Background: an optimization exercise with open tools, aiming at a short achievable clock period and few clock cycles. Do not read the settings as production practice.
The RTL was checked by simulation tests, not by an equivalence proof against the original design.
Power and IR drop assume default switching activity.

==> design/flow/config.mk <==
export PLATFORM = sky130hd
export DESIGN_NAME = fiber_bank
export DESIGN_NICKNAME = fiber_bank
export VERILOG_FILES = /design/flow/design.v
export SDC_FILE = /design/flow/constraint.sdc
export NUM_CORES = 4
export LEC_CHECK = 0
export CAP_MARGIN = 40
export CORE_MARGIN = 2
export CORE_UTILIZATION = 40
export SLEW_MARGIN = 30
==> design/flow/constraint.sdc <==
create_clock -name core_clock -period 12.0 [get_ports {i_clk}]
set_input_delay 2.4000 -clock core_clock [delete_from_list [all_inputs] [get_ports {i_clk}]]
set_output_delay 2.4000 -clock core_clock [all_outputs]
set_load 0.01 [all_outputs]
==> design/flow/design.v <==
`default_nettype none
package fiber_bank_geom_pkg;
    localparam int ADDR_W = 16;
    localparam int DATA_W = 16;
    localparam int SETS  = 16;
    localparam int WAYS  = 4;
    localparam int SET_W = $clog2(SETS);
    localparam int TAG_W = ADDR_W - SET_W;
    localparam int WAY_W = $clog2(WAYS);
    localparam int RRPV_W      = 2;
    localparam int RRPV_MAX    = 3;
    localparam int RRPV_INSERT = 2;
    typedef logic [WAYS-1:0] way_mask_t;
endpackage
`default_nettype wire
`default_nettype none
package fiber_bank_proto_pkg;
    typedef enum logic [1:0] {
        OP_FETCH   = 2'd0,
        OP_WRITE   = 2'd1,
        OP_CONSUME = 2'd2
    } req_op_t;
    typedef enum logic [2:0] {
        ST_IDLE      = 3'd0,
        ST_LOOKUP    = 3'd1,
        ST_WRITEBACK = 3'd2,
        ST_FILL      = 3'd3,
        ST_RESPOND   = 3'd4
    } bank_state_t;
endpackage
`default_nettype wire
`timescale 1ns/1ps
`default_nettype none
import fiber_bank_geom_pkg::*;
module srrip_victim (
    input  wire fiber_bank_geom_pkg::way_mask_t i_valid,
    input  wire [fiber_bank_geom_pkg::WAYS-1:0][fiber_bank_geom_pkg::RRPV_W-1:0] i_rrpv,
    output fiber_bank_geom_pkg::way_mask_t o_victim_way,
    output logic [fiber_bank_geom_pkg::RRPV_W-1:0] o_age_amount
);
    logic [RRPV_W-1:0] max_rrpv;
    fiber_bank_geom_pkg::way_mask_t         first_invalid;
    fiber_bank_geom_pkg::way_mask_t         first_max;
    logic              all_valid;
    always_comb begin
        max_rrpv = '0;
        for (int w = 0; w < WAYS; w++) begin
            if (i_rrpv[w] > max_rrpv) begin
                max_rrpv = i_rrpv[w];
            end
        end
    end
    always_comb begin
        first_invalid = '0;
        first_max     = '0;
        for (int w = WAYS - 1; w >= 0; w--) begin
            if (!i_valid[w]) begin
                first_invalid    = '0;
                first_invalid[w] = 1'b1;
            end
            if (i_rrpv[w] == max_rrpv) begin
                first_max    = '0;
                first_max[w] = 1'b1;
            end
        end
    end
    assign all_valid = &i_valid;
    assign o_victim_way = all_valid ? first_max : first_invalid;
    assign o_age_amount = all_valid ? RRPV_W'(RRPV_MAX) - max_rrpv : '0;
endmodule
`default_nettype wire
`timescale 1ns/1ps
`default_nettype none
import fiber_bank_geom_pkg::*;
module tag_store (
    input  wire                                     i_clk,
    input  wire                                     i_reset,
    input  wire [fiber_bank_geom_pkg::SET_W-1:0]    i_set,
    input  wire [fiber_bank_geom_pkg::TAG_W-1:0]    i_tag,
    input  wire                                     i_install,
    input  wire fiber_bank_geom_pkg::way_mask_t     i_install_way,
    input  wire                                     i_install_dirty,
    input  wire                                     i_touch,
    input  wire                                     i_touch_dirty,
    input  wire                                     i_invalidate,
    input  wire                                     i_age,
    output logic                                    o_hit,
    output fiber_bank_geom_pkg::way_mask_t          o_hit_way,
    output fiber_bank_geom_pkg::way_mask_t          o_victim_way,
    output logic                                    o_victim_dirty,
    output logic [fiber_bank_geom_pkg::TAG_W-1:0]   o_victim_tag
);
    logic [TAG_W-1:0]            tag_q   [SETS][WAYS];
    fiber_bank_geom_pkg::way_mask_t                   valid_q [SETS];
    fiber_bank_geom_pkg::way_mask_t                   dirty_q [SETS];
    logic [WAYS-1:0][RRPV_W-1:0] rrpv_q  [SETS];
    logic [RRPV_W-1:0]           age_amount;
    always_comb begin
        o_hit_way    = '0;
        o_victim_tag = '0;
        for (int w = 0; w < WAYS; w++) begin
            o_hit_way[w] = valid_q[i_set][w] && (tag_q[i_set][w] == i_tag);
            if (o_victim_way[w]) begin
                o_victim_tag = tag_q[i_set][w];
            end
        end
    end
    assign o_hit          = |o_hit_way;
    assign o_victim_dirty = |(dirty_q[i_set] & o_victim_way);
    srrip_victim u_victim (
        .i_valid      (valid_q[i_set]),
        .i_rrpv       (rrpv_q[i_set]),
        .o_victim_way (o_victim_way),
        .o_age_amount (age_amount)
    );
    always_ff @(posedge i_clk) begin
        if (i_reset) begin
            for (int s = 0; s < SETS; s++) begin
                valid_q[s] <= '0;
                dirty_q[s] <= '0;
                rrpv_q[s]  <= '0;
            end
        end else begin
            for (int w = 0; w < WAYS; w++) begin
                if (i_install && i_install_way[w]) begin
                    valid_q[i_set][w] <= 1'b1;
                    dirty_q[i_set][w] <= i_install_dirty;
                    rrpv_q[i_set][w]  <= RRPV_W'(RRPV_INSERT);
                end else if (i_touch && o_hit_way[w]) begin
                    rrpv_q[i_set][w] <= '0;
                    if (i_touch_dirty) begin
                        dirty_q[i_set][w] <= 1'b1;
                    end
                end else if (i_invalidate && o_hit_way[w]) begin
                    valid_q[i_set][w] <= 1'b0;
                    dirty_q[i_set][w] <= 1'b0;
                end else if (i_age) begin
                    rrpv_q[i_set][w] <= rrpv_q[i_set][w] + age_amount;
                end
            end
        end
    end
    always_ff @(posedge i_clk) begin
        for (int w = 0; w < WAYS; w++) begin
            if (i_install && i_install_way[w]) begin
                tag_q[i_set][w] <= i_tag;
            end
        end
    end
endmodule
`default_nettype wire
`timescale 1ns/1ps
`default_nettype none
import fiber_bank_geom_pkg::*;
module data_store (
    input  wire                                     i_clk,
    input  wire [fiber_bank_geom_pkg::SET_W-1:0]    i_set,
    input  wire                                     i_write,
    input  wire fiber_bank_geom_pkg::way_mask_t     i_write_way,
    input  wire [fiber_bank_geom_pkg::DATA_W-1:0]   i_write_data,
    input  wire fiber_bank_geom_pkg::way_mask_t     i_read_way,
    output logic [fiber_bank_geom_pkg::DATA_W-1:0]  o_read_data
);
    logic [DATA_W-1:0] mem_q [SETS][WAYS];
    logic [WAY_W-1:0]  read_idx;
    always_comb begin
        read_idx = '0;
        for (int w = 0; w < WAYS; w++) begin
            if (i_read_way[w]) begin
                read_idx = WAY_W'(w);
            end
        end
    end
    assign o_read_data = mem_q[i_set][read_idx];
    always_ff @(posedge i_clk) begin
        if (i_write) begin
            for (int w = 0; w < WAYS; w++) begin
                if (i_write_way[w]) begin
                    mem_q[i_set][w] <= i_write_data;
                end
            end
        end
    end
endmodule
`default_nettype wire
`timescale 1ns/1ps
`default_nettype none
import fiber_bank_geom_pkg::*;
import fiber_bank_proto_pkg::*;
module bank_controller (
    input  wire                                     i_clk,
    input  wire                                     i_reset,
    input  wire                                     i_req_valid,
    input  wire fiber_bank_proto_pkg::req_op_t      i_req_op,
    input  wire [fiber_bank_geom_pkg::ADDR_W-1:0]   i_req_addr,
    input  wire [fiber_bank_geom_pkg::DATA_W-1:0]   i_req_data,
    input  wire                                     i_pe_ready,
    input  wire                                     i_dram_wr_ready,
    input  wire                                     i_dram_rd_valid,
    input  wire [fiber_bank_geom_pkg::DATA_W-1:0]   i_dram_rd_data,
    input  wire                                     i_hit,
    input  wire fiber_bank_geom_pkg::way_mask_t     i_hit_way,
    input  wire fiber_bank_geom_pkg::way_mask_t     i_victim_way,
    input  wire                                     i_victim_dirty,
    input  wire [fiber_bank_geom_pkg::TAG_W-1:0]    i_victim_tag,
    input  wire [fiber_bank_geom_pkg::DATA_W-1:0]   i_read_data,
    output logic                                    o_req_ready,
    output logic                                    o_pe_valid,
    output logic [fiber_bank_geom_pkg::DATA_W-1:0]  o_pe_data,
    output logic                                    o_dram_wr_valid,
    output logic [fiber_bank_geom_pkg::DATA_W-1:0]  o_dram_wr_data,
    output logic [fiber_bank_geom_pkg::ADDR_W-1:0]  o_dram_addr,
    output logic                                    o_dram_rd_ready,
    output logic [fiber_bank_geom_pkg::SET_W-1:0]   o_set,
    output logic [fiber_bank_geom_pkg::TAG_W-1:0]   o_tag,
    output logic                                    o_install,
    output fiber_bank_geom_pkg::way_mask_t          o_install_way,
    output logic                                    o_install_dirty,
    output logic                                    o_touch,
    output logic                                    o_touch_dirty,
    output logic                                    o_invalidate,
    output logic                                    o_age,
    output logic                                    o_data_write,
    output fiber_bank_geom_pkg::way_mask_t          o_data_way,
    output logic [fiber_bank_geom_pkg::DATA_W-1:0]  o_data_wdata,
    output fiber_bank_geom_pkg::way_mask_t          o_read_way
);
    fiber_bank_proto_pkg::bank_state_t       state_q;
    fiber_bank_proto_pkg::bank_state_t       state_d;
    fiber_bank_proto_pkg::req_op_t           op_q;
    logic [ADDR_W-1:0] addr_q;
    logic [DATA_W-1:0] data_q;
    fiber_bank_geom_pkg::way_mask_t         victim_q;
    logic [TAG_W-1:0]  victim_tag_q;
    logic [DATA_W-1:0] resp_q;
    fiber_bank_geom_pkg::way_mask_t         way_sel;
    always_comb begin
        state_d      = state_q;
        o_install    = 1'b0;
        o_touch      = 1'b0;
        o_invalidate = 1'b0;
        o_age        = 1'b0;
        o_data_write = 1'b0;
        case (state_q)
            ST_IDLE: begin
                if (i_req_valid) begin
                    state_d = ST_LOOKUP;
                end
            end
            ST_LOOKUP: begin
                if (i_hit) begin
                    o_touch      = (op_q != OP_CONSUME);
                    o_data_write = (op_q == OP_WRITE);
                    state_d      = (op_q == OP_WRITE) ? ST_IDLE : ST_RESPOND;
                end else if (op_q == OP_CONSUME) begin
                    state_d = ST_FILL;
                end else begin
                    o_age = 1'b1;
                    if (i_victim_dirty) begin
                        state_d = ST_WRITEBACK;
                    end else if (op_q == OP_FETCH) begin
                        state_d = ST_FILL;
                    end else begin
                        o_install    = 1'b1;
                        o_data_write = 1'b1;
                        state_d      = ST_IDLE;
                    end
                end
            end
            ST_WRITEBACK: begin
                if (i_dram_wr_ready) begin
                    if (op_q == OP_WRITE) begin
                        o_install    = 1'b1;
                        o_data_write = 1'b1;
                        state_d      = ST_IDLE;
                    end else begin
                        state_d = ST_FILL;
                    end
                end
            end
            ST_FILL: begin
                if (i_dram_rd_valid) begin
                    o_install    = (op_q == OP_FETCH);
                    o_data_write = (op_q == OP_FETCH);
                    state_d      = ST_RESPOND;
                end
            end
            ST_RESPOND: begin
                if (i_pe_ready) begin
                    o_invalidate = (op_q == OP_CONSUME);
                    state_d      = ST_IDLE;
                end
            end
            default: state_d = ST_IDLE;
        endcase
    end
    always_ff @(posedge i_clk) begin
        if (i_reset) begin
            state_q <= ST_IDLE;
        end else begin
            state_q <= state_d;
        end
    end
    always_ff @(posedge i_clk) begin
        if (o_req_ready && i_req_valid) begin
            op_q   <= i_req_op;
            addr_q <= i_req_addr;
            data_q <= i_req_data;
        end
        if (state_q == ST_LOOKUP) begin
            victim_q     <= i_victim_way;
            victim_tag_q <= i_victim_tag;
            resp_q       <= i_read_data;
        end
        if (o_dram_rd_ready && i_dram_rd_valid) begin
            resp_q <= i_dram_rd_data;
        end
    end
    assign way_sel = (state_q == ST_LOOKUP) ? (i_hit ? i_hit_way : i_victim_way) : victim_q;
    assign o_set           = addr_q[SET_W-1:0];
    assign o_tag           = addr_q[ADDR_W-1:SET_W];
    assign o_install_way   = way_sel;
    assign o_install_dirty = (op_q == OP_WRITE);
    assign o_touch_dirty   = (op_q == OP_WRITE);
    assign o_data_way      = way_sel;
    assign o_read_way      = way_sel;
    assign o_data_wdata    = (state_q == ST_FILL) ? i_dram_rd_data : data_q;
    assign o_req_ready     = (state_q == ST_IDLE);
    assign o_pe_valid      = (state_q == ST_RESPOND);
    assign o_pe_data       = resp_q;
    assign o_dram_wr_valid = (state_q == ST_WRITEBACK);
    assign o_dram_wr_data  = i_read_data;
    assign o_dram_rd_ready = (state_q == ST_FILL);
    assign o_dram_addr = (state_q == ST_WRITEBACK) ? {victim_tag_q, o_set} : addr_q;
endmodule
`default_nettype wire
`timescale 1ns/1ps
`default_nettype none
import fiber_bank_geom_pkg::*;
module fiber_bank (
    input  wire                                     i_clk,
    input  wire                                     i_reset,
    input  wire                                     i_req_valid,
    input  wire fiber_bank_proto_pkg::req_op_t      i_req_op,
    input  wire [fiber_bank_geom_pkg::ADDR_W-1:0]   i_req_addr,
    input  wire [fiber_bank_geom_pkg::DATA_W-1:0]   i_req_data,
    output wire                                     o_req_ready,
    output wire                                     o_pe_valid,
    output wire [fiber_bank_geom_pkg::DATA_W-1:0]   o_pe_data,
    input  wire                                     i_pe_ready,
    output wire                                     o_dram_wr_valid,
    output wire [fiber_bank_geom_pkg::ADDR_W-1:0]   o_dram_addr,
    output wire [fiber_bank_geom_pkg::DATA_W-1:0]   o_dram_wr_data,
    input  wire                                     i_dram_wr_ready,
    output wire                                     o_dram_rd_ready,
    input  wire                                     i_dram_rd_valid,
    input  wire [fiber_bank_geom_pkg::DATA_W-1:0]   i_dram_rd_data
);
    wire [SET_W-1:0]  set;
    wire [TAG_W-1:0]  tag;
    wire              install;
    fiber_bank_geom_pkg::way_mask_t        install_way;
    wire              install_dirty;
    wire              touch;
    wire              touch_dirty;
    wire              invalidate;
    wire              age;
    wire              data_write;
    fiber_bank_geom_pkg::way_mask_t        data_way;
    wire [DATA_W-1:0] data_wdata;
    fiber_bank_geom_pkg::way_mask_t        read_way;
    wire              hit;
    fiber_bank_geom_pkg::way_mask_t        hit_way;
    fiber_bank_geom_pkg::way_mask_t        victim_way;
    wire              victim_dirty;
    wire [TAG_W-1:0]  victim_tag;
    wire [DATA_W-1:0] read_data;
    bank_controller u_ctrl (
        .i_clk           (i_clk),
        .i_reset         (i_reset),
        .i_req_valid     (i_req_valid),
        .i_req_op        (i_req_op),
        .i_req_addr      (i_req_addr),
        .i_req_data      (i_req_data),
        .i_pe_ready      (i_pe_ready),
        .i_dram_wr_ready (i_dram_wr_ready),
        .i_dram_rd_valid (i_dram_rd_valid),
        .i_dram_rd_data  (i_dram_rd_data),
        .i_hit           (hit),
        .i_hit_way       (hit_way),
        .i_victim_way    (victim_way),
        .i_victim_dirty  (victim_dirty),
        .i_victim_tag    (victim_tag),
        .i_read_data     (read_data),
        .o_req_ready     (o_req_ready),
        .o_pe_valid      (o_pe_valid),
        .o_pe_data       (o_pe_data),
        .o_dram_wr_valid (o_dram_wr_valid),
        .o_dram_wr_data  (o_dram_wr_data),
        .o_dram_addr     (o_dram_addr),
        .o_dram_rd_ready (o_dram_rd_ready),
        .o_set           (set),
        .o_tag           (tag),
        .o_install       (install),
        .o_install_way   (install_way),
        .o_install_dirty (install_dirty),
        .o_touch         (touch),
        .o_touch_dirty   (touch_dirty),
        .o_invalidate    (invalidate),
        .o_age           (age),
        .o_data_write    (data_write),
        .o_data_way      (data_way),
        .o_data_wdata    (data_wdata),
        .o_read_way      (read_way)
    );
    tag_store u_tags (
        .i_clk           (i_clk),
        .i_reset         (i_reset),
        .i_set           (set),
        .i_tag           (tag),
        .i_install       (install),
        .i_install_way   (install_way),
        .i_install_dirty (install_dirty),
        .i_touch         (touch),
        .i_touch_dirty   (touch_dirty),
        .i_invalidate    (invalidate),
        .i_age           (age),
        .o_hit           (hit),
        .o_hit_way       (hit_way),
        .o_victim_way    (victim_way),
        .o_victim_dirty  (victim_dirty),
        .o_victim_tag    (victim_tag)
    );
    data_store u_data (
        .i_clk        (i_clk),
        .i_set        (set),
        .i_write      (data_write),
        .i_write_way  (data_way),
        .i_write_data (data_wdata),
        .i_read_way   (read_way),
        .o_read_data  (read_data)
    );
endmodule
`default_nettype wire
==> design/flow/run.sh <==
#!/bin/bash
# synth_recipe.tcl (not shown) runs the flow's synth.tcl, then flattens the netlist and writes it again
# the make line also repeats each setting of config.mk as NAME=value (left out here)
make -C /OpenROAD-flow-scripts/flow DESIGN_CONFIG=/design/flow/config.mk WORK_HOME=/design/flow/orfs CLKGATE_MAP_FILE= SYNTH_SCRIPT=/design/flow/synth_recipe.tcl finish
==> results.txt <==
==> worst paths after layout <==
check                   startpoint              endpoint  slack [ns]  depth (start not counted)
setup / recovery              flop    o_dram_wr_data[14]        0.36                         30
hold / removal    u_ctrl.addr_q[5]   u_tags.tag_q[36][1]        0.73                          1
setup reg to reg              flop  u_tags.rrpv_q[15][1]        2.70                         29
hold reg to reg   u_ctrl.addr_q[5]   u_tags.tag_q[36][1]        0.73                          1
==> registers in the layout, indices dropped and copies added, names as in the netlist, named ones only <==
register	cells
u_data.mem_q	1024
u_tags.tag_q	768
u_tags.rrpv_q	128
u_tags.dirty_q	64
u_tags.valid_q	64
u_ctrl.addr_q	16
u_ctrl.data_q	16
u_ctrl.resp_q	16
u_ctrl.victim_tag_q	12
u_ctrl.victim_q	4
u_ctrl.state_q	3
u_ctrl.op_q	2
==> stage by stage <==
stage	cells	power, W	area [um2]	setup slack, ns	utilization [%]
global placement	8423	0.0142	92800	0.496	42.6
detailed placement	8438	0.0142	93000	0.497	42.7
finish	8851	0.0208	100000	0.360	46.0
global route	8850	0.0214	100000	0.0491	46.0
floorplan	5604	0.0122	87700	2.65	-
CTS	8826	0.0207	99800	0.132	45.8
==> layer usage <==
layer / track usage (%) / up-vias / wire length, um
met5: 0 / - / 21
met4: 7.50 / 4 / 8470
met3: 4.29 / 446 / 24400
met2: 36.7 / 2864 / 124000
met1: 32.5 / 27900 / 108000
li1: - / 22600 / -
==> worst max-delay path: cells and delay by family (launching register included) <==
kind | cells | cell delay (ns)
AO/OA/AOI/OAI | 14 | 3.97
buffers and inverters | 5 | 1.39
AND/OR/NAND/NOR | 5 | 0.86
adder cells (fa/ha/maj) | 3 | 0.75
multiplexers | 3 | 0.70
flip-flops | 1 | 0.49
==> layout make-up <==
class,count,area [um2]
multi-input combinational,2977,22000
antenna,2,5.00
clock buffer,271,5630
clock inverter,113,972
timing repair buffer,447,4040
tap,2854,3570
inverter,66,249
fill,18700,118000
sequential,2121,63600
==> cells by family after synthesis <==
family | Yosys count | synth area share, %
AOI/OAI and AO/OA | 1373 | 10.6
and+or+nand+nor | 1116 | 5.54
adders and majority gates | 12 | 0.171
xor gates and xnor gates | 61 | 0.609
DFF | 2121 | 72.5
buffers and inverters | 507 | 2.74
muxes | 414 | 7.78
==> cells in the final DEF (no fill, tap or decap), drive strengths merged, types with 13 or more instances in the layout <==
cell type / count
inv: 68
bufinv: 15
a211oi: 99
clkdlybuf4s50: 106
nand3: 147
a21oi: 275
a311oi: 18
a21o: 56
o32a: 30
o22ai: 27
a22oi: 134
a31oi: 42
mux4: 209
clkinv: 94
a21boi: 20
clkbuf: 272
mux2: 46
o21ai: 377
o2111a: 16
nand2: 315
a22o: 19
o2bb2ai: 21
o21a: 19
nand2b: 13
a41oi: 15
nor3: 15
xnor2: 49
nor2: 485
buf: 338
a32oi: 19
a221o: 32
edfxtp: 2114
mux2i: 159
a221oi: 92
and3: 45
or4: 19
nor2b: 22
==> power by group through the flow <==
stage | logic (W) | clock network, W | registers [W]
floorplan | 0.00331 | 0 | 0.00886
global placement | 0.00532 | 0 | 0.00885
detailed placement | 0.00537 | 0 | 0.00886
CTS | 0.00545 | 0.00651 | 0.00870
global route | 0.00592 | 0.00681 | 0.00870
finish | 0.00562 | 0.00645 | 0.00869
==> timing repair <==
action,CTS,global route
buffers inserted,2,13
cloned,2,1
resized for setup,7,15
endpoints found under the setup margin,16,16
pin swaps,1,3
==> reports/qor.txt <==
fraction of registers with async set/reset = 0%
Max clock buf depth = 3
vias in the first global route = 51,600
Residual DRC = 0
sequential fraction of design power = 41.9%
Mapped Nets = 5,672
slowest stage delay, CP = 0.61 ns
f_max = 0.0859 GHz
syn avg cell area = 15.6 um2
min Tclk post-route = 11.64 ns
gr ovfl total = 0
Netlist Area Pre-Place = 87,700 um2
Crit Path Max Fanout = 117
number of port buffers = 107
P_sw = 0.00674 W
DP Wirelength = 158 mm
Yosys top cell area share = 72.4%
CP arrival = 9.24 ns
Die Y = 472 um
Lkg Pwr = 32.3 nW
VDD IR max = 0.000237 V
top cell type by total area after synthesis = edfxtp_1
EDFF count, synth = 2,114
TNS Setup = 0 ns
Syn. warnings = 4
IO Pins = 108
Mapped Cells = 5,604
# clock sinks = 2,121
first-pass GRT wire length = 377 mm
wire per inst = 29.9 um
RSZ-0062 raised after global routing = no
detailed-route via count = 53,800
CTS root buffer = clkbuf_16
share of layout cells above drive strength 1 = 16.5%
top-count cell post-synth = edfxtp_1
Startpoint Class = flop
CP most frequent cell = ha_1
max-cap violations = 0
Hold Crit Class = reg2reg
crit end category = output port
Int Pwr = 0.0140 W
Setup Skew = 0.0454 ns
Cell Rows = 171
Clk network pwr share = 31.1%
die footprint = 223,000 um2
H-tree depth = 4
sw frac = 32.5%
Worst Path Required = 9.60 ns
GRT Util Overall = 23.2%
Commonest cells post-synth = edfxtp_1 (2,114), nor2_1 (485), o21ai_0 (328)
hold buffers post-CTS = 0
top_reg_cell synth = edfxtp_1
number of CTS-inserted buffers = 211
critical path class = reg2out
status = complete, no violations
Layout area overhead = 14.1%
pin count of the biggest net entering global routing = 163
Final Max Slew Viols = 0
initial antenna violation count = 7
Initial DRT Pass Iterations = 8
post-synthesis sequential area ratio = 72.5%
Routed Antenna Nets = 0
CP max stage cell = clkdlybuf4s50_1
initial core utilization = 40.3%
Synth area leaders = edfxtp_1 (72%), mux4_2 (5.4%), nor2_1 (2.1%)
vias per cell = 6.08
# nets final = 5,892
Final GP Congestion = 0.898
Post-Route WL = 265 mm
Final setup violation count = 0
core box area = 218,000 um2
Comb power frac = 27.1%
CTS tree = yes
Max transition margin = 36.2%
Fin. Hold Viols = 0
hold slack = 0.728 ns
Worst-Margin Slew = 0.954 ns
synth unique cells = 94
period utilisation layout = 97.0%
Die W = 472 um
Iter 0 DRT Violations = 7,465
clock slew at reported path FFs = 0.07 ns
Skew-Pair Late Insertion Delay = 0.88 ns
FF+latch count, synth = 2,121
power per standard cell area = 207 nW/um2
Testbench counts, summed over its fixed seeds: cycles 46,997.

## what the ideal ports hide
In the flow no input, the clock included, has a driving cell. The finished layout below was timed again as built, in two steps.
Step 1 sets driving cells, clkbuf_16 on the clock port and buf_2 on the other inputs (assumed; they add their load-dependent delay and slew).
Step 2, shift: input delay + t, output delay - t, t = (earliest + latest rising clock arrival at the registers) / 2. This alone moves slack from input paths to output paths.
Slacks: ideal / step 1 / step 2; pairs: ideal / step 1.
t, ns: 0.951
setup WS [ns]: 0.360 / 0.264 / 1.215
worst hold slack (ns): 0.728 / 0.728 / 0.728
After both steps this run still meets setup and hold. The setup slack of this run moves by -0.096 ns with the drivers and by +0.855 ns with both steps.
